What follows belongs to an exercise in optimizing a design on an open flow for small area, a short achievable clock period and few clock cycles per item; a production flow would make more cautious choices.
Only simulation tests tie the RTL to the original design; equivalence was not proved.
No activity file was given, so power comes from the tool's default toggle rates.

Setup of cedar:
// nmpt_top
module nmpt_top (
   input  logic        clock,
   input  logic        reset,
   input  logic        req_valid,
   output logic        req_stall,
   input  logic [2:0]  req_op,
   input  logic [2:0]  req_code,
   input  logic        req_frame_ok,
   input  logic [10:0] req_page,
   output logic        rsp_valid,
   input  logic        rsp_stall,
   output logic        rsp_handled,
   output logic        rsp_page_missing,
   output logic        rsp_any_missing,
   output logic [31:0] rsp_missing_reports,
   output logic        rsp_peer_ready,
   output logic        rsp_resend,
   output logic        rsp_timed_out,
   input  logic        csr_wr_en,
   input  logic [1:0]  csr_index,
   input  logic [15:0] csr_wr_data
);
Size in the first run: roughly 5500 cells after synthesis, roughly 1300 flip-flops, ~81 I/O pins, about 0.049 mm^2 of cells after synthesis.
clock: 8.0 ns
lec_check: 0
cap_margin: 20
core_margin: 2
core_utilization: 55
cts_cluster_diameter: 120
cts_cluster_size: 24
slew_margin: 20
standard.sh (not shown) runs the stock make flow with config.mk's settings and CLKGATE_MAP_FILE= SYNTH_SCRIPT=/design/flow/synth_recipe.tcl, a recipe that flattens the netlist after the stock synthesis.
==> flow/flow/run.sh <==
#!/bin/bash
export SETUP_SLACK_MARGIN=5.5
bash standard.sh > standard.log 2>&1
status=$?
cp -r orfs/logs/sky130hd/nmpt_top/base orfs_logs 2>/dev/null
exit $status
Testbench counts of cedar, summed over its fixed seeds: cycles 16,352, items 16,320.
## Diff of input files: yarrow against cedar
-- flow/flow/run.sh --
<<< cedar, line 2
export SETUP_SLACK_MARGIN=5.5
>>> yarrow, line 2
export SETUP_SLACK_MARGIN=5.7
[summary]
- Compared with cedar, yarrow shows fraction of the cycle the final worst path needs lower by 0.24 points.
- yarrow against cedar; sum of internal, switching and leakage power is up slightly.
- Sequential power of yarrow is on par with cedar.
- On static leakage power: between cedar and yarrow, it ends up lower for cedar.
- Comparing cedar and yarrow, area occupied by multi-input gates is higher on yarrow.
- Final layout net count, cedar and yarrow: higher on yarrow
- Note that the count of buffers added by post-CTS timing repair for setup recorded for yarrow amounts to 2.2 times the value seen in cedar.
- | maximum ir drop on the vdd rail | lower: cedar |
- yarrow reports a higher worst-case hold slack than cedar does.


## job 9232
Another version of the RTL of nmpt_top (not shown whole).
Size in the first run: about 81 I/O pins, ~49000 µm² of cells after synthesis.
==> flow/design.v (excerpt) <==
module nmpt_top (
   input  logic        clock,
   input  logic        reset,
   input  logic        req_valid,
   output logic        req_stall,
   input  logic [2:0]  req_op,
   input  logic [2:0]  req_code,
   input  logic        req_frame_ok,
   input  logic [10:0] req_page,
   output logic        rsp_valid,
   input  logic        rsp_stall,
   output logic        rsp_handled,
   output logic        rsp_page_missing,
   output logic        rsp_any_missing,
   output logic [31:0] rsp_missing_reports,
   output logic        rsp_peer_ready,
   output logic        rsp_resend,
   output logic        rsp_timed_out,
   input  logic        csr_wr_en,
   input  logic [1:0]  csr_index,
   input  logic [15:0] csr_wr_data
);
   nmpt_pkg::req_type req_word;
   nmpt_pkg::rsp_type rsp_word;
   assign req_word.operation      = req_op;
   assign req_word.complaint_code = req_code;
   assign req_word.frame_ok       = req_frame_ok;
   assign req_word.page           = req_page;
   assign rsp_handled         = rsp_word.handled;
   assign rsp_page_missing    = rsp_word.page_missing;
   assign rsp_any_missing     = rsp_word.any_missing;
   assign rsp_missing_reports = rsp_word.missing_reports;
   assign rsp_peer_ready      = rsp_word.peer_ready;
   assign rsp_resend          = rsp_word.resend;
   assign rsp_timed_out       = rsp_word.timed_out;
   nak_missing_page_tracker #(
      .MAX_PAGES (1024)
   ) u_tracker (
      .clock       (clock),
      .reset       (reset),
      .req_valid   (req_valid),
      .req_stall   (req_stall),
      .req_data    (req_word),
      .rsp_valid   (rsp_valid),
      .rsp_stall   (rsp_stall),
  ...
==> flow/config.mk <==
export PLATFORM = sky130hd
export DESIGN_NAME = nmpt_top
export DESIGN_NICKNAME = nmpt_top
export VERILOG_FILES = /design/flow/design.v
export SDC_FILE = /design/flow/constraint.sdc
export NUM_CORES = 4
export LEC_CHECK = 0
export CAP_MARGIN = 20
export CORE_MARGIN = 2
export CORE_UTILIZATION = 55
export SETUP_SLACK_MARGIN = 5.0
export SLEW_MARGIN = 20
==> flow/constraint.sdc <==
create_clock -name core_clock -period 8.0 [get_ports {clock}]
set_input_delay 1.6000 -clock core_clock [delete_from_list [all_inputs] [get_ports {clock}]]
set_output_delay 1.6000 -clock core_clock [all_outputs]
set_load 0.01 [all_outputs]
run.sh (not shown) runs the stock make flow with config.mk's settings and CLKGATE_MAP_FILE= SYNTH_SCRIPT=/design/flow/synth_recipe.tcl, a recipe that flattens the netlist after the stock synthesis.
Stock flow here: none of the scripts above is used.
Testbench counts of job 9232, summed over its fixed seeds: cycles 16,352, items 16,320.
For job 3805, these inputs were changed with respect to job 9232:
-- flow/config.mk --
<<< job 9232, line 8
export CAP_MARGIN = 20
export CORE_MARGIN = 2
export CORE_UTILIZATION = 55
export SETUP_SLACK_MARGIN = 5.0
export SLEW_MARGIN = 20
>>> job 3805, line 8
export CAP_MARGIN = 20
export CORE_MARGIN = 2
export CORE_UTILIZATION = 65
export SETUP_SLACK_MARGIN = 5.0
export SLEW_MARGIN = 20
Results
- In job 3805 the implementation ran to completion but is not tape-out ready, as the final checks report max-capacitance violations, max-slew violations.
- Job 9232 reports its worst setup path startpoint as u_tracker.b_col_lo[0]$_SDFF_PP0_ while job 3805 reports u_tracker.reset_q$_DFF_P_.
- Delta (job 3805 minus job 9232): clock buffer instance count of the final layout went down, final routed wirelength across all metal layers saw a decrease.
- Hold slack: job 3805 better than job 9232
- Compared with job 9232, job 3805 shows a multi-input combinational area share that is 0.33 points higher.
What job 6209 does differently from job 3805 at the input level:
-- flow/config.mk --
<<< job 3805, line 8
export CAP_MARGIN = 20
export CORE_MARGIN = 2
export CORE_UTILIZATION = 65
export SETUP_SLACK_MARGIN = 5.0
export SLEW_MARGIN = 20
>>> job 6209, line 8
export CAP_MARGIN = 20
export CORE_MARGIN = 2
export CORE_UTILIZATION = 55
export CTS_CLUSTER_DIAMETER = 120
export CTS_CLUSTER_SIZE = 24
export SETUP_SLACK_MARGIN = 5.0
export SLEW_MARGIN = 20
--- outcome ---
- Job 6209 reached the final stage; the timing, design-rule and antenna checks on its layout passed.
- Sort job 6209 and job 3805 by final-layout clock buffer total, ascending, and job 6209 comes first.
- Cmp job 6209 and job 3805 / critical-path maximum fanout / higher: job 6209
- Sequential share of layout area up 2.2 points in job 6209 wrt job 3805
- The run showing the greater via density per instance is job 3805.
- Compared with job 3805, in job 6209 post-CTS repair timing setup buffer count moved up, cell area moved down, final critical-path setup slack moved down.
- Between job 6209 and job 3805, it is job 6209 whose share of post-route cells with drive strength above 1 is lower, by 2.1 points.

## re-timing with driven ports
No port has a modelled driver above. Below, the same layouts with a new extraction and two added sets of constraints. Step 1 sets driving cells, clkbuf_16 on the clock port and buf_2 on the other inputs (assumed; they add their load-dependent delay and slew). Step 2 moves the port delays by t, midway between the first and last clock arrival at a register: inputs arrive t later, outputs are due t later. That takes back most of the time a late clock gives input paths. Three values: ideal, step 1, step 2; two values: the first two.
run	shift t [ns]	setup slack, ns	worst setup path after step 2	slew at the worst register clock pin (ns)	worst data-port slew with drivers (ns)
cedar	0.764	5.218 / 5.144 / 4.664	input to register	0.10 / 0.10	0.09
yarrow	0.754	5.238 / 5.162 / 4.655	input to register	0.11 / 0.11	0.08
job 9232	0.810	4.937 / 4.937 / 4.294	input to register	0.07 / 0.07	0.06
job 3805	0.790	4.923 / 4.923 / 4.354	input to register	0.06 / 0.06	0.06
job 6209	0.764	4.840 / 4.840 / 4.376	input to register	0.11 / 0.11	0.06
The setup slack of job 9232, which loses most, moves by 0.000 ns with the drivers and by -0.643 ns with both steps.
